Context: an optimization exercise on an open-source flow, tuned for small area. The choices shown serve that exercise and are no tape-out recipe.
The RTL was checked by simulation tests, not by an equivalence proof against the original design.
Power and IR drop assume default switching activity.

### flow/run.sh
#!/bin/bash
# Own flow: the standard ORFS layout (standard.sh) with
#  - the standard synthesis script, with ABC mapping done per module with
#    area-oriented scripts instead of ORFS's delay-oriented one: the window
#    bit-select modules (aes_win_hi, aes_win_lo) and the S-box
#    (aes_subword) are kept as modules through mapping and flattened
#    afterwards as usual; the registers and their names are untouched,
#  - buf_1 port buffers instead of ORFS's default port buffer,
#  - a clock tree of small leaf clusters without dummy loads.
# Every tool's output goes to a log file in this folder.
set -euo pipefail
W=$(pwd)
{
  head -n 1 synth_recipe.tcl
  cat <<EOS
proc abc {args} {
  set i [lsearch -exact \$args -script]
  set a_area [lreplace \$args [expr {\$i+1}] [expr {\$i+1}] $W/flow/area.abc]
  set a_amap [lreplace \$args [expr {\$i+1}] [expr {\$i+1}] $W/flow/amap.abc]
  yosys abc {*}\$a_amap aes_win_hi
  yosys abc {*}\$a_area aes_win_lo
  yosys abc {*}\$a_area aes_subword
  yosys abc {*}\$a_area aes256_key_expand
}
EOS
  tail -n +2 synth_recipe.tcl
} > synth_area.tcl
cat >> config.mk <<'EOC'
export SYNTH_KEEP_MODULES = aes_win_hi aes_win_lo aes_subword
export BUFFER_PORTS_ARGS = -buffer_cell sky130_fd_sc_hd__buf_1
export CTS_ARGS = -sink_clustering_enable -repair_clock_nets -dont_use_dummy_load -sink_clustering_size 10 -sink_clustering_max_diameter 40 -buf_list {sky130_fd_sc_hd__clkbuf_4}
EOC
bash standard.sh SYNTH_SCRIPT=$W/synth_area.tcl finish > standard_flow.log 2>&1
### flow/amap.abc
strash
amap
topo
### flow/area.abc
strash
&get -n
&st
&dch
&nf -a -R 1000
&put
topo
### standard.sh
#!/bin/bash
# synth_recipe.tcl (not shown) runs the flow's synth.tcl, then flattens the netlist and writes it again
# the make line also repeats each setting of config.mk as NAME=value (left out here)
make -C /OpenROAD-flow-scripts/flow DESIGN_CONFIG=/design/flow/config.mk WORK_HOME=/design/flow/orfs CLKGATE_MAP_FILE= SYNTH_SCRIPT=/design/flow/synth_recipe.tcl "${@:-finish}"
### config.mk
export PLATFORM = sky130hd
export DESIGN_NAME = aes256_key_expand
export DESIGN_NICKNAME = aes256_key_expand
export VERILOG_FILES = /design/flow/design.v
export SDC_FILE = /design/flow/constraint.sdc
export NUM_CORES = 4
export LEC_CHECK = 0
export CAP_MARGIN = 0
export CORE_MARGIN = 2
export CORE_UTILIZATION = 40
export PLACE_DENSITY = 0.65
export SLEW_MARGIN = 0
export SYNTH_KEEP_MODULES = aes_win_hi aes_win_lo aes_subword
export BUFFER_PORTS_ARGS = -buffer_cell sky130_fd_sc_hd__buf_1
export CTS_ARGS = -sink_clustering_enable -repair_clock_nets -dont_use_dummy_load -sink_clustering_size 10 -sink_clustering_max_diameter 40 -buf_list {sky130_fd_sc_hd__clkbuf_4}
### constraint.sdc
create_clock -name core_clock -period 10.0 [get_ports {clk}]
set_input_delay 2.0000 -clock core_clock [delete_from_list [all_inputs] [get_ports {clk}]]
set_output_delay 2.0000 -clock core_clock [all_outputs]
set_load 0.01 [all_outputs]
### design.v
`default_nettype none
package aes_pkg;
  localparam logic [7:0] RCON_INIT = 8'h01;
  localparam logic [2047:0] SBOX_TBL = {
    128'h637c777bf26b6fc53001672bfed7ab76,
    128'hca82c97dfa5947f0add4a2af9ca472c0,
    128'hb7fd9326363ff7cc34a5e5f171d83115,
    128'h04c723c31896059a071280e2eb27b275,
    128'h09832c1a1b6e5aa0523bd6b329e32f84,
    128'h53d100ed20fcb15b6acbbe394a4c58cf,
    128'hd0efaafb434d338545f9027f503c9fa8,
    128'h51a3408f929d38f5bcb6da2110fff3d2,
    128'hcd0c13ec5f974417c4a77e3d645d1973,
    128'h60814fdc222a908846eeb814de5e0bdb,
    128'he0323a0a4906245cc2d3ac629195e479,
    128'he7c8376d8dd54ea96c56f4ea657aae08,
    128'hba78252e1ca6b4c6e8dd741f4bbd8b8a,
    128'h703eb5664803f60e613557b986c11d9e,
    128'he1f8981169d98e949b1e87e9ce5528df,
    128'h8ca1890dbfe6426841992d0fb054bb16
  };
  typedef enum logic [1:0] {
    IDLE  = 2'd0,
    GEN   = 2'd1,
    DRAIN = 2'd2
  } state_t;
  function automatic logic [7:0] sbox(input logic [7:0] b);
    logic [10:0] idx;
    idx = {~b, 3'b000};
    sbox = SBOX_TBL[idx +: 8];
  endfunction
  function automatic logic [7:0] xtime(input logic [7:0] b);
    xtime = {b[6:0], 1'b0} ^ (b[7] ? 8'h1b : 8'h00);
  endfunction
  function automatic int nr_from_nk(input int nk);
    nr_from_nk = nk + 6;
  endfunction
endpackage
`default_nettype wire
`default_nettype none
module aes_subword
(
  input  logic [7:0] i_byte,
  output logic [7:0] o_byte
);
  logic new_n17, new_n18, new_n19, new_n20, new_n21, new_n22, new_n23, new_n24;
  logic new_n25, new_n26, new_n27, new_n28, new_n29, new_n30, new_n31, new_n32;
  logic new_n33, new_n34, new_n35, new_n36, new_n37, new_n38, new_n39, new_n40;
  logic new_n41, new_n42, new_n43, new_n44, new_n45, new_n46, new_n47, new_n48;
  logic new_n49, new_n50, new_n51, new_n52, new_n53, new_n54, new_n55, new_n56;
  logic new_n57, new_n58, new_n59, new_n60, new_n61, new_n62, new_n63, new_n64;
  logic new_n65, new_n66, new_n67, new_n68, new_n69, new_n70, new_n71, new_n72;
  logic new_n73, new_n74, new_n75, new_n76, new_n77, new_n78, new_n79, new_n80;
  logic new_n81, new_n82, new_n83, new_n84, new_n85, new_n86, new_n87, new_n88;
  logic new_n89, new_n90, new_n91, new_n92, new_n93, new_n94, new_n95, new_n96;
  logic new_n97, new_n98, new_n99, new_n100, new_n101, new_n102, new_n103, new_n104;
  logic new_n105, new_n106, new_n107, new_n108, new_n109, new_n110, new_n111, new_n112;
  logic new_n113, new_n114, new_n115, new_n116, new_n117, new_n118, new_n119, new_n120;
  logic new_n121, new_n122, new_n123, new_n124, new_n125, new_n126, new_n127, new_n128;
  logic new_n129, new_n130, new_n131, new_n132, new_n133, new_n134, new_n135, new_n136;
  logic new_n137, new_n138, new_n139, new_n140, new_n141, new_n142, new_n143, new_n144;
  logic new_n145, new_n146, new_n147, new_n148, new_n149, new_n150, new_n151, new_n152;
  logic new_n153, new_n154, new_n155, new_n156, new_n157, new_n158, new_n159, new_n160;
  logic new_n161, new_n162, new_n163, new_n164, new_n165, new_n166, new_n167, new_n168;
  logic new_n169, new_n170, new_n171, new_n172, new_n173, new_n174, new_n175, new_n176;
  logic new_n177, new_n179, new_n180, new_n181, new_n182, new_n183, new_n184, new_n185;
  logic new_n186, new_n187, new_n188, new_n189, new_n190, new_n191, new_n192, new_n193;
  logic new_n194, new_n195, new_n197, new_n198, new_n199, new_n200, new_n201, new_n202;
  logic new_n203, new_n204, new_n205, new_n206, new_n207, new_n208, new_n209, new_n210;
  logic new_n211, new_n212, new_n213, new_n214, new_n215, new_n216, new_n217, new_n218;
  logic new_n219, new_n220, new_n221, new_n222, new_n224, new_n225, new_n226, new_n227;
  logic new_n228, new_n229, new_n230, new_n231, new_n232, new_n233, new_n234, new_n235;
  logic new_n236, new_n238, new_n239, new_n240, new_n241, new_n242, new_n244, new_n245;
  logic new_n246, new_n247, new_n248, new_n249, new_n250, new_n251, new_n252, new_n253;
  logic new_n254, new_n255, new_n256, new_n257, new_n258, new_n260, new_n261, new_n262;
  logic new_n263, new_n264, new_n265, new_n266, new_n267, new_n268, new_n270, new_n271;
  logic new_n272, new_n273, new_n274;
  assign new_n17 = ~i_byte[4] & ~i_byte[7];
  assign new_n18 = i_byte[4] & i_byte[7];
  assign new_n19 = ~new_n17 & ~new_n18;
  assign new_n20 = ~i_byte[1] & ~i_byte[3];
  assign new_n21 = i_byte[1] & i_byte[3];
  assign new_n22 = ~new_n20 & ~new_n21;
  assign new_n23 = i_byte[2] & ~new_n22;
  assign new_n24 = ~i_byte[2] & new_n22;
  assign new_n25 = ~new_n23 & ~new_n24;
  assign new_n26 = ~i_byte[6] & ~new_n25;
  assign new_n27 = i_byte[6] & new_n25;
  assign new_n28 = ~new_n26 & ~new_n27;
  assign new_n29 = new_n19 & ~new_n28;
  assign new_n30 = ~i_byte[2] & ~i_byte[4];
  assign new_n31 = i_byte[2] & i_byte[4];
  assign new_n32 = ~new_n30 & ~new_n31;
  assign new_n33 = ~i_byte[5] & ~i_byte[7];
  assign new_n34 = i_byte[5] & i_byte[7];
  assign new_n35 = ~new_n33 & ~new_n34;
  assign new_n36 = new_n32 & ~new_n35;
  assign new_n37 = new_n29 & ~new_n36;
  assign new_n38 = ~new_n29 & new_n36;
  assign new_n39 = ~new_n37 & ~new_n38;
  assign new_n40 = i_byte[1] & ~i_byte[7];
  assign new_n41 = ~i_byte[1] & i_byte[7];
  assign new_n42 = ~new_n40 & ~new_n41;
  assign new_n43 = ~i_byte[5] & ~new_n25;
  assign new_n44 = i_byte[5] & new_n25;
  assign new_n45 = ~new_n43 & ~new_n44;
  assign new_n46 = new_n42 & new_n45;
  assign new_n47 = ~i_byte[5] & ~i_byte[6];
  assign new_n48 = i_byte[5] & i_byte[6];
  assign new_n49 = ~new_n47 & ~new_n48;
  assign new_n50 = i_byte[0] & ~new_n49;
  assign new_n51 = ~i_byte[0] & new_n49;
  assign new_n52 = ~new_n50 & ~new_n51;
  assign new_n53 = ~i_byte[1] & ~new_n52;
  assign new_n54 = ~new_n46 & ~new_n53;
  assign new_n55 = new_n45 & ~new_n52;
  assign new_n56 = ~i_byte[7] & new_n55;
  assign new_n57 = ~new_n54 & ~new_n56;
  assign new_n58 = new_n39 & new_n57;
  assign new_n59 = ~new_n39 & ~new_n57;
  assign new_n60 = ~new_n58 & ~new_n59;
  assign new_n61 = new_n19 & ~new_n22;
  assign new_n62 = ~new_n19 & new_n22;
  assign new_n63 = ~new_n61 & ~new_n62;
  assign new_n64 = ~i_byte[0] & ~new_n63;
  assign new_n65 = i_byte[0] & new_n63;
  assign new_n66 = ~new_n64 & ~new_n65;
  assign new_n67 = ~i_byte[2] & ~i_byte[7];
  assign new_n68 = i_byte[2] & i_byte[7];
  assign new_n69 = ~new_n67 & ~new_n68;
  assign new_n70 = i_byte[1] & new_n52;
  assign new_n71 = ~new_n53 & ~new_n70;
  assign new_n72 = ~new_n69 & ~new_n71;
  assign new_n73 = new_n69 & new_n71;
  assign new_n74 = ~new_n72 & ~new_n73;
  assign new_n75 = ~new_n66 & ~new_n74;
  assign new_n76 = new_n49 & new_n63;
  assign new_n77 = ~new_n49 & ~new_n63;
  assign new_n78 = ~new_n76 & ~new_n77;
  assign new_n79 = new_n69 & ~new_n78;
  assign new_n80 = ~new_n19 & new_n28;
  assign new_n81 = ~new_n36 & ~new_n80;
  assign new_n82 = ~new_n79 & ~new_n81;
  assign new_n83 = ~new_n32 & ~new_n42;
  assign new_n84 = new_n32 & new_n42;
  assign new_n85 = ~new_n83 & ~new_n84;
  assign new_n86 = ~new_n63 & ~new_n85;
  assign new_n87 = new_n82 & ~new_n86;
  assign new_n88 = ~new_n82 & new_n86;
  assign new_n89 = ~new_n87 & ~new_n88;
  assign new_n90 = new_n75 & new_n89;
  assign new_n91 = ~new_n75 & ~new_n89;
  assign new_n92 = ~new_n90 & ~new_n91;
  assign new_n93 = new_n60 & new_n92;
  assign new_n94 = ~new_n69 & new_n78;
  assign new_n95 = ~new_n29 & new_n94;
  assign new_n96 = ~new_n37 & ~new_n95;
  assign new_n97 = ~i_byte[4] & ~new_n52;
  assign new_n98 = i_byte[4] & new_n52;
  assign new_n99 = ~new_n97 & ~new_n98;
  assign new_n100 = i_byte[0] & ~new_n99;
  assign new_n101 = new_n86 & ~new_n100;
  assign new_n102 = ~new_n86 & new_n100;
  assign new_n103 = ~new_n101 & ~new_n102;
  assign new_n104 = new_n96 & new_n103;
  assign new_n105 = ~new_n96 & ~new_n103;
  assign new_n106 = ~new_n104 & ~new_n105;
  assign new_n107 = new_n93 & ~new_n106;
  assign new_n108 = i_byte[7] & new_n52;
  assign new_n109 = ~i_byte[1] & ~new_n45;
  assign new_n110 = ~new_n108 & new_n109;
  assign new_n111 = ~new_n55 & ~new_n108;
  assign new_n112 = ~new_n109 & ~new_n111;
  assign new_n113 = ~new_n110 & ~new_n112;
  assign new_n114 = new_n29 & ~new_n113;
  assign new_n115 = ~new_n29 & new_n113;
  assign new_n116 = ~new_n114 & ~new_n115;
  assign new_n117 = new_n79 & new_n116;
  assign new_n118 = ~new_n79 & ~new_n116;
  assign new_n119 = ~new_n117 & ~new_n118;
  assign new_n120 = ~new_n106 & new_n119;
  assign new_n121 = ~new_n92 & ~new_n120;
  assign new_n122 = ~new_n107 & ~new_n121;
  assign new_n123 = ~new_n42 & ~new_n45;
  assign new_n124 = ~new_n46 & ~new_n123;
  assign new_n125 = new_n122 & new_n124;
  assign new_n126 = new_n106 & ~new_n119;
  assign new_n127 = ~new_n93 & new_n126;
  assign new_n128 = ~new_n60 & new_n92;
  assign new_n129 = ~new_n107 & ~new_n128;
  assign new_n130 = new_n119 & new_n129;
  assign new_n131 = ~new_n127 & ~new_n130;
  assign new_n132 = ~new_n45 & new_n52;
  assign new_n133 = ~new_n55 & ~new_n132;
  assign new_n134 = new_n131 & ~new_n133;
  assign new_n135 = ~new_n126 & new_n128;
  assign new_n136 = new_n93 & new_n119;
  assign new_n137 = new_n106 & ~new_n128;
  assign new_n138 = ~new_n136 & new_n137;
  assign new_n139 = ~new_n135 & ~new_n138;
  assign new_n140 = ~new_n71 & new_n139;
  assign new_n141 = new_n92 & ~new_n119;
  assign new_n142 = new_n60 & ~new_n141;
  assign new_n143 = new_n129 & ~new_n142;
  assign new_n144 = ~new_n120 & ~new_n143;
  assign new_n145 = new_n69 & new_n144;
  assign new_n146 = new_n106 & new_n141;
  assign new_n147 = ~new_n60 & new_n119;
  assign new_n148 = ~new_n93 & ~new_n126;
  assign new_n149 = ~new_n147 & new_n148;
  assign new_n150 = ~new_n146 & ~new_n149;
  assign new_n151 = ~new_n139 & ~new_n150;
  assign new_n152 = new_n139 & new_n150;
  assign new_n153 = ~new_n151 & ~new_n152;
  assign new_n154 = new_n19 & new_n153;
  assign new_n155 = new_n145 & ~new_n154;
  assign new_n156 = ~new_n145 & new_n154;
  assign new_n157 = ~new_n155 & ~new_n156;
  assign new_n158 = new_n140 & ~new_n157;
  assign new_n159 = ~new_n140 & new_n157;
  assign new_n160 = ~new_n158 & ~new_n159;
  assign new_n161 = new_n134 & new_n160;
  assign new_n162 = ~new_n134 & ~new_n160;
  assign new_n163 = ~new_n161 & ~new_n162;
  assign new_n164 = ~new_n60 & ~new_n120;
  assign new_n165 = ~new_n136 & ~new_n164;
  assign new_n166 = ~new_n63 & new_n165;
  assign new_n167 = ~new_n106 & ~new_n142;
  assign new_n168 = ~new_n127 & ~new_n167;
  assign new_n169 = i_byte[0] & new_n168;
  assign new_n170 = ~new_n166 & new_n169;
  assign new_n171 = new_n166 & ~new_n169;
  assign new_n172 = ~new_n170 & ~new_n171;
  assign new_n173 = new_n163 & ~new_n172;
  assign new_n174 = ~new_n163 & new_n172;
  assign new_n175 = ~new_n173 & ~new_n174;
  assign new_n176 = new_n125 & new_n175;
  assign new_n177 = ~new_n125 & ~new_n175;
  assign o_byte[0] = ~(~new_n176 & ~new_n177);
  assign new_n179 = ~new_n52 & new_n139;
  assign new_n180 = ~new_n32 & new_n35;
  assign new_n181 = ~new_n36 & ~new_n180;
  assign new_n182 = new_n144 & ~new_n181;
  assign new_n183 = ~new_n42 & new_n122;
  assign new_n184 = ~new_n78 & new_n153;
  assign new_n185 = new_n183 & ~new_n184;
  assign new_n186 = ~new_n183 & new_n184;
  assign new_n187 = ~new_n185 & ~new_n186;
  assign new_n188 = new_n182 & new_n187;
  assign new_n189 = ~new_n182 & ~new_n187;
  assign new_n190 = ~new_n188 & ~new_n189;
  assign new_n191 = new_n179 & ~new_n190;
  assign new_n192 = ~new_n179 & new_n190;
  assign new_n193 = ~new_n191 & ~new_n192;
  assign new_n194 = new_n163 & new_n193;
  assign new_n195 = ~new_n163 & ~new_n193;
  assign o_byte[1] = ~(~new_n194 & ~new_n195);
  assign new_n197 = ~i_byte[7] & ~new_n52;
  assign new_n198 = ~new_n108 & ~new_n197;
  assign new_n199 = new_n131 & ~new_n198;
  assign new_n200 = new_n172 & new_n199;
  assign new_n201 = ~new_n172 & ~new_n199;
  assign new_n202 = ~new_n200 & ~new_n201;
  assign new_n203 = ~new_n99 & new_n168;
  assign new_n204 = new_n202 & ~new_n203;
  assign new_n205 = ~new_n202 & new_n203;
  assign new_n206 = ~new_n204 & ~new_n205;
  assign new_n207 = ~new_n45 & new_n122;
  assign new_n208 = ~new_n74 & new_n150;
  assign new_n209 = new_n157 & ~new_n208;
  assign new_n210 = ~new_n157 & new_n208;
  assign new_n211 = ~new_n209 & ~new_n210;
  assign new_n212 = new_n179 & new_n211;
  assign new_n213 = ~new_n179 & ~new_n211;
  assign new_n214 = ~new_n212 & ~new_n213;
  assign new_n215 = ~new_n207 & new_n214;
  assign new_n216 = new_n207 & ~new_n214;
  assign new_n217 = ~new_n215 & ~new_n216;
  assign new_n218 = new_n190 & ~new_n217;
  assign new_n219 = ~new_n190 & new_n217;
  assign new_n220 = ~new_n218 & ~new_n219;
  assign new_n221 = new_n206 & new_n220;
  assign new_n222 = ~new_n206 & ~new_n220;
  assign o_byte[2] = ~(~new_n221 & ~new_n222);
  assign new_n224 = new_n134 & ~new_n169;
  assign new_n225 = ~new_n134 & new_n169;
  assign new_n226 = ~new_n224 & ~new_n225;
  assign new_n227 = ~new_n85 & new_n165;
  assign new_n228 = ~new_n66 & new_n150;
  assign new_n229 = new_n227 & ~new_n228;
  assign new_n230 = ~new_n227 & new_n228;
  assign new_n231 = ~new_n229 & ~new_n230;
  assign new_n232 = ~new_n214 & new_n231;
  assign new_n233 = new_n214 & ~new_n231;
  assign new_n234 = ~new_n232 & ~new_n233;
  assign new_n235 = new_n226 & new_n234;
  assign new_n236 = ~new_n226 & ~new_n234;
  assign o_byte[3] = ~(~new_n235 & ~new_n236);
  assign new_n238 = new_n166 & new_n231;
  assign new_n239 = ~new_n166 & ~new_n231;
  assign new_n240 = ~new_n238 & ~new_n239;
  assign new_n241 = new_n217 & new_n240;
  assign new_n242 = ~new_n217 & ~new_n240;
  assign o_byte[4] = ~new_n241 & ~new_n242;
  assign new_n244 = ~new_n79 & ~new_n94;
  assign new_n245 = new_n153 & new_n244;
  assign new_n246 = new_n183 & ~new_n245;
  assign new_n247 = ~new_n183 & new_n245;
  assign new_n248 = ~new_n246 & ~new_n247;
  assign new_n249 = ~new_n144 & ~new_n153;
  assign new_n250 = new_n144 & new_n153;
  assign new_n251 = ~new_n249 & ~new_n250;
  assign new_n252 = ~new_n29 & ~new_n80;
  assign new_n253 = new_n251 & new_n252;
  assign new_n254 = new_n202 & ~new_n253;
  assign new_n255 = ~new_n202 & new_n253;
  assign new_n256 = ~new_n254 & ~new_n255;
  assign new_n257 = new_n248 & new_n256;
  assign new_n258 = ~new_n248 & ~new_n256;
  assign o_byte[5] = ~new_n257 & ~new_n258;
  assign new_n260 = ~new_n28 & new_n251;
  assign new_n261 = new_n182 & ~new_n260;
  assign new_n262 = ~new_n182 & new_n260;
  assign new_n263 = ~new_n261 & ~new_n262;
  assign new_n264 = ~new_n240 & new_n263;
  assign new_n265 = new_n240 & ~new_n263;
  assign new_n266 = ~new_n264 & ~new_n265;
  assign new_n267 = new_n211 & new_n266;
  assign new_n268 = ~new_n211 & ~new_n266;
  assign o_byte[6] = ~new_n267 & ~new_n268;
  assign new_n270 = new_n227 & ~new_n263;
  assign new_n271 = ~new_n227 & new_n263;
  assign new_n272 = ~new_n270 & ~new_n271;
  assign new_n273 = new_n217 & new_n272;
  assign new_n274 = ~new_n217 & ~new_n272;
  assign o_byte[7] = ~(~new_n273 & ~new_n274);
endmodule
`default_nettype wire
`default_nettype none
module aes_key_expand
#(
  parameter int NK = 8
) (
  input  logic            clk,
  input  logic            reset,
  input  logic            start,
  input  logic [32*NK-1:0] key_in,
  output logic            busy,
  output logic            rk_valid,
  input  logic            rk_ready,
  output logic [3:0]      rk_round,
  output logic [31:0]     k0_out,
  output logic [31:0]     k1_out,
  output logic [31:0]     k2_out,
  output logic [31:0]     k3_out,
  output logic            done
);
  logic [127:0] r_hi, r_lon;
  logic [127:0] w_lo;
  logic [7:0]   r_cnt;
  logic [7:0] w_old, w_sub_in, w_sub_out, w_rcon, w_t, w_new;
  logic       w_rot, w_sw, w_adv, w_last;
  logic       w_ld, w_sh, w_hd;
  assign w_lo  = ~r_lon;
  assign w_old = r_hi[127:120];
  assign w_rot = (r_cnt[4:2] == 3'd0);    
  assign w_sw  = (r_cnt[4:2] == 3'd4);    
  always_comb begin
    if (w_rot)
      w_sub_in = (r_cnt[1:0] == 2'd3) ? w_lo[55:48] : w_lo[23:16];
    else
      w_sub_in = w_lo[31:24];
  end
  aes_subword u_sbox (
    .i_byte (w_sub_in),
    .o_byte (w_sub_out)
  );
  logic w_rc_en;
  assign w_rc_en = (r_cnt[1:0] == 2'd0);
  for (genvar k = 0; k < 7; k++) begin : g_rcon
    assign w_rcon[k] = w_rc_en && (r_cnt[7:5] == 3'(k));
  end
  assign w_rcon[7] = 1'b0;
  always_comb begin
    if (w_rot)
      w_t = w_sub_out ^ w_rcon;
    else if (w_sw)
      w_t = w_sub_out;
    else
      w_t = w_lo[31:24];
  end
  assign w_new = w_old ^ w_t;
  assign rk_valid = busy && (r_cnt[3:0] == 4'd0);
  assign rk_round = r_cnt[7:4];
  assign {k0_out, k1_out, k2_out, k3_out} = r_hi;
  assign w_adv  = busy && (!rk_valid || rk_ready);
  assign w_last = rk_valid && rk_ready && (r_cnt[7:4] == 4'd14);
  assign w_ld = !busy;
  assign w_sh = w_adv;
  assign w_hd = busy && !w_adv;
  logic [127:0] w_hi_d, w_lon_d, w_hi_s, w_lon_s;
  assign w_hi_s  = {r_hi[119:0], w_lo[127:120]};
  assign w_lon_s = {r_lon[119:0], ~w_new};
  for (genvar b = 0; b < 128; b++) begin : g_win
    aes_win_hi u_hi (
      .ld (w_ld), .key (key_in[128+b]), .sh (w_sh), .s (w_hi_s[b]),
      .hd (w_hd), .q (r_hi[b]), .d (w_hi_d[b])
    );
    aes_win_lo u_lo (
      .busy (busy), .key (key_in[b]), .sh (w_sh), .s (w_lon_s[b]),
      .hd (w_hd), .q (r_lon[b]), .d (w_lon_d[b])
    );
  end
  always_ff @(posedge clk) begin
    r_hi  <= w_hi_d;
    r_lon <= w_lon_d;
    if (!busy)
      r_cnt <= 8'd0;
    else if (w_adv)
      r_cnt <= r_cnt + 8'd1;
  end
  always_ff @(posedge clk) begin
    if (reset) begin
      busy <= 1'b0;
      done <= 1'b0;
    end else begin
      done <= w_last;
      if (!busy)
        busy <= start;
      else if (w_last)
        busy <= 1'b0;
    end
  end
endmodule
module aes_win_hi (
  input  logic ld,
  input  logic key,
  input  logic sh,
  input  logic s,
  input  logic hd,
  input  logic q,
  output logic d
);
  logic m;
  assign m = ~((ld & key) | (sh & s) | (hd & q));
  assign d = ~m;
endmodule
module aes_win_lo (
  input  logic busy,
  input  logic key,
  input  logic sh,
  input  logic s,
  input  logic hd,
  input  logic q,
  output logic d
);
  logic m;
  assign m = ~((sh & s) | (hd & q));
  assign d = ~((busy | key) & m);
endmodule
`default_nettype wire
`default_nettype none
module aes256_key_expand (
  input  logic         clk,
  input  logic         reset,
  input  logic         start,
  input  logic [255:0] key_in,
  output logic         busy,
  output logic         rk_valid,
  input  logic         rk_ready,
  output logic [3:0]   rk_round,
  output logic [31:0]  k0_out,
  output logic [31:0]  k1_out,
  output logic [31:0]  k2_out,
  output logic [31:0]  k3_out,
  output logic         done
);
  aes_key_expand #(.NK(8)) u_core (
    .clk      (clk),
    .reset    (reset),
    .start    (start),
    .key_in   (key_in),
    .busy     (busy),
    .rk_valid (rk_valid),
    .rk_ready (rk_ready),
    .rk_round (rk_round),
    .k0_out   (k0_out),
    .k1_out   (k1_out),
    .k2_out   (k2_out),
    .k3_out   (k3_out),
    .done     (done)
  );
endmodule
`default_nettype wire
==> impl_metrics.yaml, run 1 <==
floorplanning:
  fp.dieH_um: 171
  die_w_um: 171
  dieArea_um2: 29400
  ios: 395
  fp-row-count: 61
  core_um2: 27700
  initial_utilization_pct: 40.4
critical_path:
  crit_arrival_ps: 7790
  critPathMaxFanout: 23
  slowest_stage: "o21ai_0"
  cp_data_required_time_ps: 10440
  critPathCaptureType: "flop"
  cpPeakStageDelay_ps: 830
  path_delay_family: "XOR/XNOR gates"
  cp_num_buf_inv: 2
  startpoint_type: "flop"
  cp_common_cell: "xnor2_1"
  worstSetupPathType: "flop to flop"
global_routing:
  grt_pass1_vias: 8660
  grt_use_met1_pct: 24.4
  top_usage_layer: "met2"
  globalRouteMet2Util_pct: 33.4
  gr-total-overflow: 0
  grtUsageTotal_pct: 19.7
  antenna_found_initial: 3
  grt_max_degree: 103
  grt_pass1_wl_um: 46100
  grt.met3_usage_pct: 4.42
detailed_routing:
  wl_per_cell_um: 17.2
  first_iter_violations: 1155
  drc: 0
  vias: 9909
  viasPerCell: 5.38
  drt_pass1_iterations: 10
  antenna_left: 0
  wl_um: 31800
sta:
  rsz0062_at_grt: "false"
  hold_viol: 0
  fmax_mhz: 136
  fin_skew_ps: 76.8
  tightest_slew_ps: 1060
  slew_headroom_pct: 29.0
  setup_ws_ps: 2650
  setup_tns_ps: 0
  drv_slew: 0
  period_share_pct: 73.5
  period_minus_slack_ps: 7350
  finalSetupViolCount: 0
clock_tree:
  cts-buffers-inserted: 40
  clock_path_buffers: 3
  cts_resized: 0
  postCtsHoldBufs: 0
  clk_pin_slew_ps: 100
  cts_sinks: 266
  root_buffer: "clkbuf_4"
  post_cts_buffers: 0
  cts_max_level: 2
  cts_tree: "done"
  insertion_delay_ps: 640
power_and_ir_drop:
  powerDensity_nw_per_um2: 521
  p_leak_nw: 4.34
  ir_drop_mv: 0.886
layout:
  layout-drive-gt1-share_pct: 3.69
  syn2layout_area_growth_pct: 12.7
  final_nets: 1735
  instances_no_fill: 1843
  post-route-util_pct: 45.6
logic_synthesis:
  synth_edf_count: 0
  synth_top_area_share_pct: 47.5
  yosysSeqAreaShare_pct: 47.5
  synthCells: 1143
  ys_ff_latch: 266
  yosysMostFrequentCell: "dfxtp_1"
  ys_top_cells_by_area: "dfxtp_1 48%, a222oi_1 11%, a22oi_1 8.6%, buf_4 8.3%, o21ai_0 6.4%"
  synth_fp_nets: 1414
  syn_area_per_cell_um2: 9.80
  synth_commonest_cells: "266 x dfxtp_1, 150 x clkinv_1, 144 x o21ai_0"
  synthFlopType: "dfxtp_1"
  syn-cell-area_um2: 11200
  synth.distinct_cells: 30
  yosys.area.top_type: "dfxtp_1"
  async_flop_share_pct: 0
  synth_warnings: 1
placement:
  place.gp.congestion: 0.862
  dp.cells: 1800
  place_ws_ps: 2770
  port_buffers: 394
  detailed_place_hpwl_um: 22700
hold_path:
  hold_path.class: "flop to flop"
outcome:
  status: "no timing/DRC/antenna violations"
flow_run:
  maxCapViolCount: 0
worst register-to-register path, delay by kind of cell (launching register included):
| kind | cells | cell delay [ps] |
|---|---|---|
| AOI/OAI and AO/OA | 6 | 2000 |
| xor gates and xnor gates | 13 | 3280 |
| adders and majority gates | 1 | 180 |
| buffers and inverters | 2 | 270 |
| DFF | 1 | 430 |
| and+or+nand+nor | 4 | 1010 |
layout make-up:
| type | count | area (µm²) |
|---|---|---|
| fillers | 2850 | 15100 |
| flip-flops and latches | 266 | 5330 |
| multi-input cells | 603 | 4400 |
| repair buffers | 403 | 1550 |
| inverters | 150 | 566 |
| well taps | 378 | 473 |
| clock buffers | 40 | 300 |
| diodes | 3 | 7.51 |
per-module statistics from Yosys (local to each module, per instance):
module	flip-flops and latches	area [µm²]	copies in the design
aes256_key_expand	266	6940	1
aes_subword	0	898	1
aes_win_hi	0	13.8	128
aes_win_lo	0	12.5	128
power breakdown:
part | leakage [nW] | total (mW) | internal [mW] | switching, mW
clock network | 0.184 | 0.524 | 0.184 | 0.340
logic | 1.92 | 4.71 | 2.25 | 2.46
registers | 2.24 | 1.34 | 1.23 | 0.117
total | 4.34 | 6.58 | 3.66 | 2.91
flip-flops by register name, indices dropped and copies added, names as in the netlist:
name and flops:
u_core.busy 1, u_core.done 1, u_core.r_cnt 8, u_core.r_hi 128
u_core.r_lon 128
per-layer routing:
layer  wire, µm  vias up  share of wire (%)
li1           -     4851                  -
met1      13200     4620                 42
met2      15300      373                 48
met3       2210       63                6.9
met4       1020        2                3.2
met5         13        -              0.041
path summary, 6_finish.rpt:
check | from | end | slack, ps | cells after the start
worst max-delay path | u_core.r_cnt[2]$_SDFFE_PN0P_ | u_core.r_lon[4]$_DFF_P_ | 2650 | 26
worst min-delay path | u_core.r_lon[78]$_DFF_P_ | u_core.r_lon[86]$_DFF_P_ | 440 | 2
worst max register to register | u_core.r_cnt[2]$_SDFFE_PN0P_ | u_core.r_lon[4]$_DFF_P_ | 2650 | 26
worst min register to register | u_core.r_lon[78]$_DFF_P_ | u_core.r_lon[86]$_DFF_P_ | 440 | 2
cells by family after synthesis:
group	Yosys count	synth area share, %
AOI/OAI and AO/OA	421	27.8
buffers and inverters	274	13.3
DFF	266	47.5
and+or+nand+nor	87	3.43
xor gates and xnor gates	76	5.94
adders and majority gates	11	1.23
muxes	8	0.715
per-stage QoR:
stage                     total power [mW]  hold slack (ps)  cell area (µm²)
after floorplan                       5.36              445            11200
after global placement                6.04              454            12300
after detailed placement              6.11              463            12300
after CTS                             6.66              439            12600
after global routing                  7.26              473            12600
final                                 6.58              436            12600
cells in the final DEF, fill, tap and decap left out, types with 2 or more instances in the layout:
cell type	n
xnor2_1	47
nor2_4	2
clkinv_1	149
nor3b_1	2
a21oi_1	5
buf_4	9
or2_0	3
and2_0	3
dfxtp_1	265
nand2_1	32
mux2i_1	8
nand2b_1	3
o21ai_0	144
a221oi_1	7
nor2_1	26
o22ai_1	2
diode_2	3
nand3_1	5
a22oi_1	128
nor3_1	7
ha_1	11
buf_1	394
nand4b_1	2
xor2_1	29
clkbuf_4	40
a222oi_1	128
==> inputs of run 2 (changes only) <==
--- a/flow/run.sh
+++ b/flow/run.sh
@@ -5,6 +5,7 @@
 #    bit-select modules (aes_win_hi, aes_win_lo) and the S-box
 #    (aes_subword) are kept as modules through mapping and flattened
 #    afterwards as usual; the registers and their names are untouched,
+#  - no adder extraction (ADDER_MAP_FILE empty), so ABC maps XOR logic itself,
 #  - buf_1 port buffers instead of ORFS's default port buffer,
 #  - a clock tree of small leaf clusters without dummy loads.
 # Every tool's output goes to a log file in this folder.
@@ -27,6 +28,7 @@
 } > synth_area.tcl
 cat >> config.mk <<'EOC'
 export SYNTH_KEEP_MODULES = aes_win_hi aes_win_lo aes_subword
+export ADDER_MAP_FILE =
 export BUFFER_PORTS_ARGS = -buffer_cell sky130_fd_sc_hd__buf_1
 export CTS_ARGS = -sink_clustering_enable -repair_clock_nets -dont_use_dummy_load -sink_clustering_size 10 -sink_clustering_max_diameter 40 -buf_list {sky130_fd_sc_hd__clkbuf_4}
 EOC
--- a/config.mk
+++ b/config.mk
@@ -11,5 +11,6 @@
 export PLACE_DENSITY = 0.65
 export SLEW_MARGIN = 0
 export SYNTH_KEEP_MODULES = aes_win_hi aes_win_lo aes_subword
+export ADDER_MAP_FILE =
 export BUFFER_PORTS_ARGS = -buffer_cell sky130_fd_sc_hd__buf_1
 export CTS_ARGS = -sink_clustering_enable -repair_clock_nets -dont_use_dummy_load -sink_clustering_size 10 -sink_clustering_max_diameter 40 -buf_list {sky130_fd_sc_hd__clkbuf_4}
==> impl_metrics.yaml, run 2 <==
hold_path:
  hold_path.class: "flop to flop"
  min_delay_path_depth: 2
  hold_path.startpoint: "u_core.r_lon[64]$_DFF_P_"
  worstHoldEndpoint: "u_core.r_lon[72]$_DFF_P_"
critical_path:
  regToRegSetupSlack_ps: 2430
  worstSetupPathType: "flop to flop"
  r2r_cells: 24
  critPathCaptureType: "flop"
  crit_arrival_ps: 8020
  critPathMaxFanout: 23
  cp_data_required_time_ps: 10450
  reg2reg_to: "u_core.r_lon[2]$_DFF_P_"
  timing.rr.start: "u_core.r_cnt[2]$_SDFFE_PN0P_"
  startpoint_type: "flop"
detailed_routing:
  vias: 9962
  wl_per_cell_um: 17.4
  first_iter_violations: 1155
  antenna_left: 0
  viasPerCell: 5.43
  drt_pass1_iterations: 9
  drc: 0
  wl_um: 31900
sta:
  period_minus_slack_ps: 7570
  tightest_slew_ps: 1170
  hold_viol: 0
  drv_slew: 0
  period_share_pct: 75.7
  setup_tns_ps: 0
  finalSetupViolCount: 0
  slew_headroom_pct: 21.8
  fin_skew_ps: 71.3
  fmax_mhz: 132
  rsz0062_at_grt: "false"
layout:
  layout_commonest_cell: "buf_1"
  reg_top3: "u_core.r_hi: 128 flops, u_core.r_lon: 128 flops, u_core.r_cnt: 8 flops"
  final_nets: 1723
  syn2layout_area_growth_pct: 12.6
  post-route-util_pct: 46.0
  layout_common_cells: "394 x buf_1, 265 x dfxtp_1, 150 x o21ai_0"
  layout-drive-gt1-share_pct: 3.49
logic_synthesis:
  ys_ff_latch: 266
  synth_fp_nets: 1404
  yosys.area.top_type: "dfxtp_1"
  synth.distinct_cells: 28
  ys_top_cells_by_area: "dfxtp_1 48%, a222oi_1 12%, a22oi_1 8.7%, buf_4 8.4%, o21ai_0 6.8%"
  synthFlopType: "dfxtp_1"
  yosysSeqAreaShare_pct: 48.0
  synthCells: 1144
  async_flop_share_pct: 0
  syn-cell-area_um2: 11100
  synth_warnings: 1
  synth_edf_count: 0
  synth_commonest_cells: "266 x dfxtp_1, 150 x o21ai_0, 141 x clkinv_1"
  synth_top_area_share_pct: 48.0
  yosysMostFrequentCell: "dfxtp_1"
  syn_area_per_cell_um2: 9.69
floorplanning:
  dieArea_um2: 29100
  initial_utilization_pct: 40.9
  die_w_um: 170
  fp.dieH_um: 170
  core_um2: 27100
  fp-row-count: 60
  ios: 395
power_and_ir_drop:
  ir_drop_mv: 0.607
  powerDensity_nw_per_um2: 499
  p_leak_nw: 4.27
clock_tree:
  cts_sinks: 266
  post_cts_buffers: 0
  cts_tree: "done"
  clock_path_buffers: 3
  postCtsHoldBufs: 0
  cts_max_level: 2
  cts_resized: 0
  insertion_delay_ps: 640
  root_buffer: "clkbuf_4"
  clk_pin_slew_ps: 100
  cts-buffers-inserted: 40
global_routing:
  grt_pass1_vias: 8936
  grt_pass1_wl_um: 48000
  grt_max_degree: 146
  gr-total-overflow: 0
  antenna_found_initial: 1
  grtUsageTotal_pct: 20.5
placement:
  place.gp.congestion: 0.858
  detailed_place_hpwl_um: 22700
  port_buffers: 394
outcome:
  status: "no timing/DRC/antenna violations"
flow_run:
  maxCapViolCount: 0
run 2: cell families (layout without fill, tap and decap cells):
| logic type | after synthesis | after routing | synth area share, % |
|---|---|---|---|
| buf+inv | 265 | 582 | 13.2 |
| mux | 1 | 1 | 0.0903 |
| compound gates | 427 | 427 | 28.4 |
| other cells | 0 | 3 | 0 |
| xor+xnor | 79 | 79 | 6.24 |
| simple gates | 106 | 106 | 4.09 |
| flops | 266 | 266 | 48.0 |
run 2: worst max path at each step:
| stage | from | end | slack (ps) | cells past startpoint |
|---|---|---|---|---|
| after floorplan | u_core.busy$_SDFF_PP0_ | u_core.r_lon[0]$_DFF_P_ | 2040 | 4 |
| after global placement | u_core.r_cnt[2]$_SDFFE_PN0P_ | u_core.r_lon[2]$_DFF_P_ | 2750 | 24 |
| after detailed placement | u_core.r_cnt[2]$_SDFFE_PN0P_ | u_core.r_lon[2]$_DFF_P_ | 2520 | 24 |
| after CTS | u_core.r_cnt[2]$_SDFFE_PN0P_ | u_core.r_lon[2]$_DFF_P_ | 2470 | 24 |
| after global routing | u_core.r_cnt[2]$_SDFFE_PN0P_ | u_core.r_lon[4]$_DFF_P_ | 1490 | 24 |
| final | u_core.r_cnt[2]$_SDFFE_PN0P_ | u_core.r_lon[2]$_DFF_P_ | 2430 | 24 |
run 2: metal layers:
metal	vias up	global-route usage, %	share of wire, %
li1	4838	-	-
met1	4747	26.4	43
met2	331	34.7	49
met3	46	3.86	6.3
met4	0	6.80	2.2
met5	-	0	0
run 2: modules after synthesis, one instance, submodules excluded:
module,flops+latches,cells,cell area [µm²],times used
aes_win_lo,0,2,12.5,128
aes_subword,0,120,828,1
aes256_key_expand,266,512,6890,1
aes_win_hi,0,2,13.8,128
run 2: cell type report:
| class | instances | area [µm²] |
|---|---|---|
| well taps | 372 | 465 |
| multi-input cells | 613 | 4310 |
| repair buffers | 401 | 1530 |
| fillers | 2738 | 14600 |
| diodes | 3 | 7.51 |
| flip-flops and latches | 266 | 5330 |
| inverters | 141 | 539 |
| clock buffers | 40 | 300 |
run 2: through the flow:
step | worst slack (ps) | hold WS (ps) | total power, mW | cells | instance area, µm²
after floorplan | 2040 | 434 | 5.04 | 1144 | 11100
after global placement | 2750 | 452 | 5.68 | 1793 | 12200
after detailed placement | 2520 | 456 | 5.72 | 1793 | 12200
after CTS | 2470 | 423 | 6.28 | 1833 | 12500
after global routing | 1490 | 452 | 6.83 | 1834 | 12500
final | 2430 | 414 | 6.22 | 1836 | 12500
run 2: critical path, stage by stage (launching register included):
cell      delay [ps]
dfxtp_1          340
or2_0            390
nor2_1           950
o21ai_0          440
xor2_1           290
xnor2_1          630
xor2_1           280
xnor2_1          180
nand2_1           90
xnor2_1          440
and2_0           290
nand2_1          100
a32o_1           290
xnor2_1          430
nand2_1          130
xor2_1           280
xnor2_1          220
xnor2_1          220
xor2_1           390
xor2_1           250
xor2_1           100
a221oi_1         340
xnor2_1          100
a22oi_1          130
o21ai_0          110
run 2: where the power goes:
| group | switching [mW] | internal, mW | total [mW] |
|---|---|---|---|
| Clock | 0.339 | 0.184 | 0.523 |
| Combinational | 2.32 | 2.04 | 4.36 |
| Sequential | 0.121 | 1.22 | 1.34 |
| Total | 2.78 | 3.45 | 6.22 |
==> inputs of run 3 (changes only) <==
--- a/design.v
+++ b/design.v
@@ -360,7 +360,7 @@
   logic [7:0]   r_cnt;
   logic [7:0] w_old, w_sub_in, w_sub_out, w_rcon, w_t, w_new;
   logic       w_rot, w_sw, w_adv, w_last;
-  logic       w_ld, w_sh, w_hd;
+  logic       w_ld, w_sh, w_hd, w_shn, w_hdn;
   assign w_lo  = ~r_lon;
   assign w_old = r_hi[127:120];
   assign w_rot = (r_cnt[4:2] == 3'd0);    
@@ -398,6 +398,8 @@
   assign w_ld = !busy;
   assign w_sh = w_adv;
   assign w_hd = busy && !w_adv;
+  assign w_shn = !w_sh;
+  assign w_hdn = !w_hd;
   logic [127:0] w_hi_d, w_lon_d, w_hi_s, w_lon_s;
   assign w_hi_s  = {r_hi[119:0], w_lo[127:120]};
   assign w_lon_s = {r_lon[119:0], ~w_new};
@@ -407,8 +409,8 @@
       .hd (w_hd), .q (r_hi[b]), .d (w_hi_d[b])
     );
     aes_win_lo u_lo (
-      .busy (busy), .key (key_in[b]), .sh (w_sh), .s (w_lon_s[b]),
-      .hd (w_hd), .q (r_lon[b]), .d (w_lon_d[b])
+      .ld (w_ld), .key (key_in[b]), .shn (w_shn), .s (w_lon_s[b]),
+      .hdn (w_hdn), .q (r_lon[b]), .d (w_lon_d[b])
     );
   end
   always_ff @(posedge clk) begin
@@ -446,17 +448,17 @@
   assign d = ~m;
 endmodule
 module aes_win_lo (
-  input  logic busy,
+  input  logic ld,
   input  logic key,
-  input  logic sh,
+  input  logic shn,
   input  logic s,
-  input  logic hd,
+  input  logic hdn,
   input  logic q,
   output logic d
 );
-  logic m;
-  assign m = ~((sh & s) | (hd & q));
-  assign d = ~((busy | key) & m);
+  logic p;
+  assign p = (shn | s) & (hdn | q);
+  assign d = ~((ld & key) | ~p);
 endmodule
 `default_nettype wire
 `default_nettype none
==> impl_metrics.yaml, run 3 <==
flow_run:
  maxCapViolCount: 0
floorplanning:
  ios: 395
  initial_utilization_pct: 40.7
  dieArea_um2: 28700
  core_um2: 26900
  die_w_um: 169
  fp.dieH_um: 169
  fp-row-count: 60
global_routing:
  grt_max_degree: 100
  antenna_found_initial: 1
  grtUsageTotal_pct: 20.8
  grt_pass1_wl_um: 48100
  grt_pass1_vias: 8872
  gr-total-overflow: 0
detailed_routing:
  first_iter_violations: 1088
  vias: 9996
  viasPerCell: 5.54
  wl_um: 32300
  drt_pass1_iterations: 8
  drc: 0
  antenna_left: 0
  wl_per_cell_um: 17.9
layout:
  post-route-util_pct: 45.7
  layout-drive-gt1-share_pct: 3.49
  layout_commonest_cell: "buf_1"
  multi_input_area_um2: 4150
  layout_common_cells: "394 x buf_1, 266 x dfxtp_1, 139 x clkinv_1"
  syn2layout_area_growth_pct: 12.4
  instances_no_fill: 1803
  fillers: 2738
  reg_top3: "u_core.r_hi: 128 flops, u_core.r_lon: 128 flops, u_core.r_cnt: 8 flops"
  final_cell_area_um2: 12300
  final_nets: 1723
  seq_area_um2: 5330
logic_synthesis:
  synth_fp_nets: 1405
  synth_edf_count: 0
  synth.distinct_cells: 27
  async_flop_share_pct: 0
  yosysMostFrequentCell: "dfxtp_1"
  synth-compound-area-share_pct: 27.3
  ys_ff_latch: 266
  synthFlopType: "dfxtp_1"
  ys_top_cells_by_area: "dfxtp_1 49%, a222oi_1 12%, buf_4 8.5%, o22ai_1 7.4%, a21oi_1 6.2%"
  synth_adder_area_share_pct: 0
  yosys.area_share.xor_xnor_pct: 6.33
  synthCells: 1145
  synth_simple_gate_area_share_pct: 4.18
  synth_top_family_by_area: "compound AO/OA/AOI/OAI gates"
  syn-cell-area_um2: 10900
  synth_top_area_share_pct: 48.7
  yosysSeqAreaShare_pct: 48.7
  syn_area_per_cell_um2: 9.54
  yosys.area.top_type: "dfxtp_1"
  synth_warnings: 1
  muxShareOfSynthArea_pct: 0.0916
  synth_commonest_cells: "266 x dfxtp_1, 142 x clkinv_1, 136 x a21oi_1"
sta:
  finalSetupViolCount: 0
  slew_headroom_pct: 22.1
  period_share_pct: 71.1
  tightest_slew_ps: 1160
  drv_slew: 0
  period_minus_slack_ps: 7110
  rsz0062_at_grt: "false"
  setup_ws_ps: 2890
  hold_viol: 0
  fin_skew_ps: 57.4
  fmax_mhz: 141
clock_tree:
  insertion_delay_ps: 640
  cts_sinks: 266
  post_cts_buffers: 0
  cts-buffers-inserted: 38
  cts_resized: 0
  root_buffer: "clkbuf_4"
  clock_path_buffers: 3
  cts_tree: "done"
  clk_pin_slew_ps: 100
  postCtsHoldBufs: 0
  cts_max_level: 2
power_and_ir_drop:
  powerDensity_nw_per_um2: 507
  ir_drop_mv: 0.604
  p_leak_nw: 4.25
  finalPower_mw: 6.22
placement:
  place_ws_ps: 2950
  dpl_cell_area_um2: 12000
  port_buffers: 394
  place.gp.congestion: 0.831
  detailed_place_hpwl_um: 23100
  dp.cells: 1764
outcome:
  status: "no timing/DRC/antenna violations"
critical_path:
  cp_data_required_time_ps: 10550
  startpoint_type: "flop"
  crit_arrival_ps: 7660
  worstSetupPathType: "flop to flop"
  critPathCaptureType: "flop"
  critPathMaxFanout: 23
hold_path:
  hold_path.class: "flop to flop"
run 3: cell types whose count changed after synthesis:
cell | previous run | this run
a21oi_1 | 8 | 136
a22oi_1 | 128 | 0
clkinv_1 | 141 | 142
nand2_1 | 34 | 35
o21ai_0 | 150 | 21
o22ai_1 | 1 | 129
run 3: routing by layer:
| layer | vias to the layer above | share of wire, % | GRT usage, % |
|---|---|---|---|
| li1 | 4844 | - | - |
| met1 | 4706 | 42 | 26.7 |
| met2 | 388 | 49 | 35.6 |
| met3 | 58 | 7.4 | 4.01 |
| met4 | 0 | 2.2 | 5.87 |
| met5 | - | 0 | 0 |
run 3: worst max-delay path: stages, from the launching register on:
cell	delay [ps]
dfxtp_1	400
or2_0	400
nor2_1	80
buf_4	210
o21ai_0	910
xor2_1	230
xnor2_1	450
xnor2_1	180
nand2_1	140
nand2_1	80
xor2_1	150
xnor2_1	440
and2_0	280
nand2_1	90
a32o_1	280
xnor2_1	390
nand2_1	130
xor2_1	210
xnor2_1	300
xnor2_1	220
xor2_1	370
xor2_1	270
xor2_1	100
a221oi_1	350
xnor2_1	160
o22ai_1	100
a21oi_1	140
run 3: worst paths after layout:
path	from	end	slack, ps	depth (start not counted)
worst max-delay path	u_core.r_cnt[2]$_SDFFE_PN0P_	u_core.r_lon[2]$_DFF_P_	2890	26
worst min-delay path	u_core.r_lon[45]$_DFF_P_	u_core.r_lon[53]$_DFF_P_	460	2
worst max register to register	u_core.r_cnt[2]$_SDFFE_PN0P_	u_core.r_lon[2]$_DFF_P_	2890	26
worst min register to register	u_core.r_lon[45]$_DFF_P_	u_core.r_lon[53]$_DFF_P_	460	2
run 3: layout make-up:
type	instances	area share [%]
Antenna cell	1	0.0204
Clock buffer	38	2.32
Inverter	142	4.44
Multi-Input combinational cell	613	33.8
Sequential cell	266	43.4
Tap cell	341	3.48
Timing Repair Buffer	402	12.5
run 3: per-stage QoR:
step           TNS, ps  hold WS (ps)
3_3_place_gp         0           447
3_5_place_dp         0           457
5_1_grt              0           495
6_report             0           462
2_1_floorplan  -329030           434
4_1_cts              0           463
run 3: power breakdown:
group          leakage [nW]  total, mW  internal [mW]  switching [mW]
Clock                 0.175      0.515          0.175           0.340
Sequential             2.24       1.34           1.22           0.120
Combinational          1.83       4.36           2.03            2.34
Total                  4.25       6.22           3.43            2.79
run 3: Yosys stat by module (local to each module, per instance):
module             area, µm²  cells  times used
aes_subword              828    120           1
aes_win_hi              13.8      2         128
aes_win_lo              11.3      2         128
aes256_key_expand       6890    513           1
run 3: cells by family (layout without fill, tap and decap cells):
group / after synthesis / after routing
buffers and inverters: 266 / 582
and+or+nand+nor: 107 / 107
other: 0 / 1
DFF: 266 / 266
muxes: 1 / 1
AOI/OAI and AO/OA: 426 / 426
xor gates and xnor gates: 79 / 79
==> inputs of run 4 (changes only) <==
--- a/design.v
+++ b/design.v
@@ -360,7 +360,7 @@
   logic [7:0]   r_cnt;
   logic [7:0] w_old, w_sub_in, w_sub_out, w_rcon, w_t, w_new;
   logic       w_rot, w_sw, w_adv, w_last;
-  logic       w_ld, w_sh, w_hd, w_shn, w_hdn;
+  logic       w_ld, w_sh, w_hd;
   assign w_lo  = ~r_lon;
   assign w_old = r_hi[127:120];
   assign w_rot = (r_cnt[4:2] == 3'd0);    
@@ -398,8 +398,6 @@
   assign w_ld = !busy;
   assign w_sh = w_adv;
   assign w_hd = busy && !w_adv;
-  assign w_shn = !w_sh;
-  assign w_hdn = !w_hd;
   logic [127:0] w_hi_d, w_lon_d, w_hi_s, w_lon_s;
   assign w_hi_s  = {r_hi[119:0], w_lo[127:120]};
   assign w_lon_s = {r_lon[119:0], ~w_new};
@@ -409,8 +407,8 @@
       .hd (w_hd), .q (r_hi[b]), .d (w_hi_d[b])
     );
     aes_win_lo u_lo (
-      .ld (w_ld), .key (key_in[b]), .shn (w_shn), .s (w_lon_s[b]),
-      .hdn (w_hdn), .q (r_lon[b]), .d (w_lon_d[b])
+      .busy (busy), .key (key_in[b]), .sh (w_sh), .s (w_lon_s[b]),
+      .hd (w_hd), .q (r_lon[b]), .d (w_lon_d[b])
     );
   end
   always_ff @(posedge clk) begin
@@ -448,17 +446,17 @@
   assign d = ~m;
 endmodule
 module aes_win_lo (
-  input  logic ld,
+  input  logic busy,
   input  logic key,
-  input  logic shn,
+  input  logic sh,
   input  logic s,
-  input  logic hdn,
+  input  logic hd,
   input  logic q,
   output logic d
 );
-  logic p;
-  assign p = (shn | s) & (hdn | q);
-  assign d = ~((ld & key) | ~p);
+  logic m;
+  assign m = ~((sh & s) | (hd & q));
+  assign d = ~((busy | key) & m);
 endmodule
 `default_nettype wire
 `default_nettype none
--- a/flow/run.sh
+++ b/flow/run.sh
@@ -30,6 +30,6 @@
 export SYNTH_KEEP_MODULES = aes_win_hi aes_win_lo aes_subword
 export ADDER_MAP_FILE =
 export BUFFER_PORTS_ARGS = -buffer_cell sky130_fd_sc_hd__buf_1
-export CTS_ARGS = -sink_clustering_enable -repair_clock_nets -dont_use_dummy_load -sink_clustering_size 10 -sink_clustering_max_diameter 40 -buf_list {sky130_fd_sc_hd__clkbuf_4}
+export CTS_ARGS = -sink_clustering_enable -repair_clock_nets -dont_use_dummy_load -sink_clustering_size 20 -sink_clustering_max_diameter 60 -buf_list {sky130_fd_sc_hd__clkbuf_8}
 EOC
 bash standard.sh SYNTH_SCRIPT=$W/synth_area.tcl finish > standard_flow.log 2>&1
--- a/config.mk
+++ b/config.mk
@@ -13,4 +13,4 @@
 export SYNTH_KEEP_MODULES = aes_win_hi aes_win_lo aes_subword
 export ADDER_MAP_FILE =
 export BUFFER_PORTS_ARGS = -buffer_cell sky130_fd_sc_hd__buf_1
-export CTS_ARGS = -sink_clustering_enable -repair_clock_nets -dont_use_dummy_load -sink_clustering_size 10 -sink_clustering_max_diameter 40 -buf_list {sky130_fd_sc_hd__clkbuf_4}
+export CTS_ARGS = -sink_clustering_enable -repair_clock_nets -dont_use_dummy_load -sink_clustering_size 20 -sink_clustering_max_diameter 60 -buf_list {sky130_fd_sc_hd__clkbuf_8}
==> impl_metrics.yaml, run 4 <==
outcome:
  status: "no timing/DRC/antenna violations"
floorplanning:
  dieArea_um2: 29100
  fp-row-count: 60
  fp.dieH_um: 170
  die_w_um: 170
  ios: 395
  initial_utilization_pct: 40.9
  core_um2: 27100
detailed_routing:
  viasPerCell: 5.42
  wl_per_cell_um: 17.5
  vias: 9857
  first_iter_violations: 1211
  drc: 0
  wl_um: 31800
  drt_pass1_iterations: 8
  antenna_left: 0
power_and_ir_drop:
  p_clk_share_pct: 8.8
  intPower_mw: 3.48
  pwr-share-comb_pct: 69.7
  powerDensity_nw_per_um2: 500
  power_switching_mw: 2.78
  switching_share_pct: 44.4
  p_leak_nw: 4.26
  p_seq_share_pct: 21.5
  ir_drop_mv: 0.630
global_routing:
  grt_pass1_vias: 8790
  grt_max_degree: 146
  grt_pass1_wl_um: 47600
  gr-total-overflow: 0
  antenna_found_initial: 0
  grtUsageTotal_pct: 20.3
sta:
  tightest_slew_ps: 1170
  period_share_pct: 76.0
  finalSetupViolCount: 0
  setup_tns_ps: 0
  drv_slew: 0
  period_minus_slack_ps: 7600
  rsz0062_at_grt: "false"
  fin_skew_ps: 49.8
  setup_ws_ps: 2400
  fmax_mhz: 132
  hold_viol: 0
  slew_headroom_pct: 21.8
critical_path:
  cp_common_cell: "xnor2_1"
  critPathCaptureType: "flop"
  crit_arrival_ps: 7990
  crit_path_cell_trace: "or2_0, nor2_1, o21ai_0, xor2_1, xnor2_1, xor2_1, xnor2_1, nand2_1, xnor2_1, and2_0, nand2_1, a32o_1, xnor2_1, nand2_1, xor2_1, xnor2_1, xnor2_1, xor2_1, xor2_1, xor2_1, a221oi_1, xnor2_1, a22oi_1, o21ai_0"
  critPathMaxFanout: 23
  startpoint_type: "flop"
  slowest_stage: "nor2_1"
  worstSetupPathType: "flop to flop"
  cpPeakStageDelay_ps: 950
  cp_data_required_time_ps: 10390
clock_tree:
  cts_resized: 0
  cts-buffers-inserted: 24
  post_cts_buffers: 0
  insertion_delay_ps: 570
  clock_path_buffers: 3
  cts_max_level: 1
  cts_tree: "done"
  clk_pin_slew_ps: 110
  cts_sinks: 266
  postCtsHoldBufs: 0
  root_buffer: "clkbuf_8"
logic_synthesis:
  syn_area_per_cell_um2: 9.69
  synth_commonest_cells: "266 x dfxtp_1, 150 x o21ai_0, 141 x clkinv_1"
  ys_top_cells_by_area: "dfxtp_1 48%, a222oi_1 12%, a22oi_1 8.7%, buf_4 8.4%, o21ai_0 6.8%"
  synth_fp_nets: 1404
  async_flop_share_pct: 0
  yosysMostFrequentCell: "dfxtp_1"
  ys_ff_latch: 266
  synth_edf_count: 0
  synth_top_area_share_pct: 48.0
  synth.distinct_cells: 28
  synthCells: 1144
  syn-cell-area_um2: 11100
  yosys.area.top_type: "dfxtp_1"
  synthFlopType: "dfxtp_1"
  synth_warnings: 1
  yosysSeqAreaShare_pct: 48.0
placement:
  detailed_place_hpwl_um: 22700
  port_buffers: 394
  place.gp.congestion: 0.858
  place_ws_ps: 2520
layout:
  layout-drive-gt1-share_pct: 2.42
  layout_commonest_cell: "buf_1"
  layout_common_cells: "394 x buf_1, 265 x dfxtp_1, 150 x o21ai_0"
  syn2layout_area_growth_pct: 12.8
  final_nets: 1707
  reg_top3: "u_core.r_hi: 128 flops, u_core.r_lon: 128 flops, u_core.r_cnt: 8 flops"
hold_path:
  hold_path.class: "flop to flop"
flow_run:
  maxCapViolCount: 0
[run 4: cell types whose count changed after synthesis, sizes merged]
cell and delta:
a21oi -128, a22oi +128, clkinv -1, nand2 -1
o21ai +129, o22ai -128
[run 4: area by class of cell]
cell class	instances	area [µm²]
Fill cell	2749	14600
Multi-Input combinational cell	613	4310
Clock buffer	24	330
Sequential cell	266	5330
Antenna cell	2	5.00
Inverter	141	539
Timing Repair Buffer	401	1530
Tap cell	372	465
[run 4: path summary, 6_finish.rpt]
check	from	to	slack, ps	cells past startpoint
setup / recovery	u_core.r_cnt[2]$_SDFFE_PN0P_	u_core.r_lon[2]$_DFF_P_	2400	24
hold reg to reg	u_core.r_lon[92]$_DFF_P_	u_core.r_lon[100]$_DFF_P_	440	2
setup reg to reg	u_core.r_cnt[2]$_SDFFE_PN0P_	u_core.r_lon[2]$_DFF_P_	2400	24
hold / removal	u_core.r_lon[92]$_DFF_P_	u_core.r_lon[100]$_DFF_P_	440	2
[run 4: per-module statistics from Yosys, one instance, submodules excluded]
module	cells inside	area (µm²)	copies in the design	flip-flops and latches
aes256_key_expand	512	6890	1	266
aes_win_lo	2	12.5	128	0
aes_win_hi	2	13.8	128	0
aes_subword	120	828	1	0
[run 4: metrics by stage]
| step | cell area [µm²] | utilization, % | total power [mW] | hold WS [ps] | cells |
|---|---|---|---|---|---|
| final | 12500 | 46.1 | 6.26 | 439 | 1819 |
| after global routing | 12500 | 46.1 | 6.85 | 480 | 1817 |
| after CTS | 12500 | 46.1 | 6.30 | 440 | 1817 |
| after detailed placement | 12200 | 44.9 | 5.72 | 456 | 1793 |
| after global placement | 12200 | 44.9 | 5.68 | 452 | 1793 |
| after floorplan | 11100 | - | 5.04 | 434 | 1144 |
[run 4: per-layer routing]
| layer | share of wire, % | vias up | global-route usage, % |
|---|---|---|---|
| li1 | - | 4791 | - |
| met2 | 49 | 315 | 34.7 |
| met3 | 5.4 | 49 | 3.12 |
| met5 | 0 | - | 0 |
| met1 | 43 | 4702 | 26.4 |
| met4 | 2.7 | 0 | 6.02 |
[run 4: power groups by stage]
| stage | combinational [mW] | clock [mW] | sequential [mW] |
|---|---|---|---|
| 6_report | 4.36 | 0.550 | 1.35 |
| 5_1_grt | 4.88 | 0.609 | 1.36 |
| 4_1_cts | 4.39 | 0.574 | 1.34 |
| 3_5_place_dp | 4.35 | 0 | 1.37 |
| 3_3_place_gp | 4.32 | 0 | 1.36 |
| 2_1_floorplan | 3.72 | 0 | 1.33 |
[run 4: kinds of logic after synthesis]
| kind of cell | Yosys count | share of synthesized area, % |
|---|---|---|
| muxes | 1 | 0.0903 |
| buffers and inverters | 265 | 13.2 |
| DFF | 266 | 48.0 |
| xor gates and xnor gates | 79 | 6.24 |
| AOI/OAI and AO/OA | 427 | 28.4 |
| and+or+nand+nor | 106 | 4.09 |
[run 4: critical path: cells and delay by family (launching register included)]
| family | cells | cell delay, ps |
|---|---|---|
| XOR/XNOR | 13 | 3810 |
| AO/OA/AOI/OAI | 5 | 1320 |
| flip-flops | 1 | 350 |
| AND/OR/NAND/NOR | 6 | 1970 |

[what the ideal ports hide]
In the flow no input, the clock included, has a driving cell. The finished layouts below were timed again as built, in two steps.
Step 1: set_driving_cell puts a clkbuf_16 on clk and a buf_2 on each other input, an assumption about the parent block.
Step 2 also shifts input and output timing later by t, the mid clock arrival at the registers, as if the neighbouring blocks saw the same clock.
Three values: ideal, step 1, step 2; two values: the first two.
run	t, ns	setup slack, ns	clock arrival spread, ns	slew at the worst register clock pin (ns)
run 1	0.644	2.649 / 2.649 / 2.649	0.098 / 0.097	0.11 / 0.11
run 2	0.646	2.429 / 2.429 / 2.429	0.082 / 0.082	0.11 / 0.11
run 3	0.651	2.891 / 2.891 / 2.891	0.060 / 0.060	0.11 / 0.11
run 4	0.589	2.397 / 2.397 / 2.397	0.062 / 0.062	0.12 / 0.12
After both steps every run listed still meets setup and hold.
